Source: an optimization exercise on an open RTL-to-GDS flow (aim: small area, a short achievable clock period and few clock cycles per item). Production flows keep margins and buffers that such runs may drop. The RTL was checked by simulation tests, not by an equivalence proof against the original design.

== old ==
## launch_grid_block_splitter
module launch_grid_block_splitter (
  input  logic         clk,
  input  logic         rst_n,
  input  logic         in_tvalid,
  output logic         in_tready,
  input  logic [191:0] in_tdata,
  input  logic         in_tuser,
  output logic         out_tvalid,
  input  logic         out_tready,
  output logic [191:0] out_tdata,
  input  logic         cfg_valid,
  output logic         cfg_ready,
  input  logic [2:0]   cfg_index,
  input  logic [30:0]  cfg_data
);
  localparam logic [4:0]
    S_IDLE  = 5'd0,  S_DLOAD = 5'd1,  S_DCHK  = 5'd2,  S_EXTM  = 5'd3,
    S_EXTW  = 5'd4,  S_EXTC  = 5'd5,  S_TDIV  = 5'd6,  S_TDIVW = 5'd7,
    S_TCEIL = 5'd8,  S_THR   = 5'd9,  S_THRW  = 5'd10, S_THRR  = 5'd11,
    S_GLOOP = 5'd12, S_RINIT = 5'd13, S_RHO   = 5'd14, S_FSH   = 5'd15,
    S_AMUL  = 5'd16, S_AMULW = 5'd17, S_ADIV  = 5'd18, S_ADIVW = 5'd19,
    S_ASET  = 5'd20, S_FIN   = 5'd21, S_ZERO  = 5'd22, S_DONE  = 5'd23,
    S_DACT  = 5'd24, S_EXTS  = 5'd25, S_THRM  = 5'd26;
  localparam logic [1:0] OP_SQ = 2'd0, OP_MUL = 2'd1, OP_DIV = 2'd2;
  localparam logic [1:0] GU_IDLE = 2'd0, GU_ABS = 2'd1, GU_ITER = 2'd2;
  ...
Size: roughly 6100 cells after synthesis, about 580 flip-flops.
==> flow/config.mk <==
export PLATFORM = sky130hd
export DESIGN_NAME = launch_grid_block_splitter
export DESIGN_NICKNAME = launch_grid_block_splitter
export VERILOG_FILES = /design/flow/design.v
export SDC_FILE = /design/flow/constraint.sdc
export NUM_CORES = 4
export LEC_CHECK = 0
export CAP_MARGIN = 50
export CORE_MARGIN = 2
export CORE_UTILIZATION = 40
export SLEW_MARGIN = 50
export SETUP_SLACK_MARGIN = 9
export BUFFER_PORTS_ARGS = -buffer_cell sky130_fd_sc_hd__buf_1
==> flow/constraint.sdc <==
create_clock -name core_clock -period 12.5 [get_ports {clk}]
set_input_delay 2.5000 -clock core_clock [delete_from_list [all_inputs] [get_ports {clk}]]
set_output_delay 2.5000 -clock core_clock [all_outputs]
set_load 0.01 [all_outputs]
standard.sh (not shown) runs the stock make flow with config.mk's settings and CLKGATE_MAP_FILE= SYNTH_SCRIPT=/design/flow/synth_recipe.tcl, a recipe that flattens the netlist after the stock synthesis.
==> flow/flow/run.sh <==
#!/bin/bash
set -euo pipefail
SETUP_MARGIN=9
cp standard.sh standard.sh.txt
grep -v '^export SETUP_SLACK_MARGIN\|^export BUFFER_PORTS_ARGS' config.mk > config.mk.new
echo "export SETUP_SLACK_MARGIN = ${SETUP_MARGIN}" >> config.mk.new
echo "export BUFFER_PORTS_ARGS = -buffer_cell sky130_fd_sc_hd__buf_1" >> config.mk.new
mv config.mk.new config.mk
bash standard.sh > standard.log 2>&1
old went all the way through the flow, and no timing, DRC or antenna check failed.
Testbench counts of old, summed over its fixed seeds: cycles 54,186, items 320.
For new, these inputs were changed with respect to old:
Settings: SETUP_SLACK_MARGIN: 9 -> 8.
-- flow/flow/run.sh --
<<< old, line 1
#!/bin/bash
set -euo pipefail
SETUP_MARGIN=9
cp standard.sh standard.sh.txt
grep -v '^export SETUP_SLACK_MARGIN\|^export BUFFER_PORTS_ARGS' config.mk > config.mk.new
>>> new, line 1
#!/bin/bash
set -euo pipefail
SETUP_MARGIN=8
cp standard.sh standard.sh.txt
grep -v '^export SETUP_SLACK_MARGIN\|^export BUFFER_PORTS_ARGS' config.mk > config.mk.new
Notes after the runs:
- The global-route wire length before repair number comes out lower for new vs old.
- Going from old to new, setup slack of the critical path after layout went up by 0.17 ns; maximum number of pins on one net before global-route repair went up by 19.

========
job 9667:
launch_grid_block_splitter, a different RTL version from the one above (not shown whole).
Size in the first run: ~6,000 cells after synthesis, about 590 flip-flops, about 430 I/O pins, ~0.049 sq mm of cells after synthesis.
clock: 12.5 ns
lec_check: 0
cap_margin: 50
core_margin: 2
core_utilization: 40
slew_margin: 50
setup_slack_margin: 7.5
buffer_ports_args: -buffer_cell sky130_fd_sc_hd__buf_1
==> flow/flow/run.sh <==
#!/bin/bash
set -euo pipefail
SETUP_MARGIN=7.5
cp standard.sh standard.sh.txt
grep -v '^export SETUP_SLACK_MARGIN\|^export BUFFER_PORTS_ARGS' config.mk > config.mk.new
echo "export SETUP_SLACK_MARGIN = ${SETUP_MARGIN}" >> config.mk.new
echo "export BUFFER_PORTS_ARGS = -buffer_cell sky130_fd_sc_hd__buf_1" >> config.mk.new
mv config.mk.new config.mk
bash standard.sh > standard.log 2>&1
Job 9667: PASS, flow complete, no timing, DRC or antenna violations
Testbench counts of job 9667, summed over its fixed seeds: cycles 53,545, items 320.
## Diff of input files: job 5262 against job 9667
-- flow/flow/run.sh --
<<< job 9667, line 3
SETUP_MARGIN=7.5
>>> job 5262, line 3
SETUP_MARGIN=7
-- flow/config.mk --
<<< job 9667, line 12
export SETUP_SLACK_MARGIN = 7.5
>>> job 5262, line 12
export SETUP_SLACK_MARGIN = 7
### Flow results
A capture point of the critical path of x_r[0] is what job 5262 shows, while x_r[14] belongs to job 9667.
From job 9667 to job 5262 the numbers moved as follows: clock distribution area overhead in the final layout +0.17 points, area growth from synthesis to layout -5.6 points.
Changes in job 9915 relative to job 5262:
-- flow/flow/run.sh --
<<< job 5262, line 3
SETUP_MARGIN=7
>>> job 9915, line 3
SETUP_MARGIN=6
-- flow/config.mk --
<<< job 5262, line 12
export SETUP_SLACK_MARGIN = 7
>>> job 9915, line 12
export SETUP_SLACK_MARGIN = 6
==> notes.md <==
Job 9915: global-route wire length before repair higher than job 5262. Initial antenna violation count in job 9915 is 2 higher than in job 5262. The cell area reported after detailed placement of job 9915 and that of job 5262 are within noise of each other. Delay of the slowest cell on the worst path up 0.16 ns in job 9915 wrt job 5262. Changes observed in job 9915 relative to job 5262: total number of vias shows an increase of 0.66%; multi-input gate share of total cell area shows an increase of 0.36 points; total non-filler cell area in the finished layout shows a reduction of 1.8%; setup slack shows a reduction of 0.94 ns. Sort job 5262 and job 9915 by met1 layer usage reported by global route asc -> top: job 5262.

[what the ideal ports hide]
In the flow no input, the clock included, has a driving cell. The finished layouts below were timed again as built, in two steps. Step 1 assumes that a clkbuf_16 drives the clock port and a buf_2 every other input. Step 2, shift: input delay + t, output delay - t, t = (earliest + latest rising clock arrival at the registers) / 2. This alone moves slack from input paths to output paths. Slacks: ideal / step 1 / step 2; pairs: ideal / step 1.
| run | shift t [ns] | slack for setup (ns) | pins driven straight from the clock port |
|---|---|---|---|
| old | 0.803 | 7.196 / 7.196 / 7.196 | 1 |
| new | 0.778 | 7.366 / 7.366 / 7.343 | 1 |
| job 9667 | 0.744 | 7.329 / 7.329 / 6.833 | 1 |
| job 5262 | 0.781 | 7.126 / 7.126 / 6.604 | 1 |
| job 9915 | 0.739 | 6.184 / 6.184 / 6.184 | 1 |
After both steps setup and hold are still met in every run listed. For job 5262, which loses most, drivers alone change the setup slack by 0.000 ns; drivers and shift together by -0.522 ns.
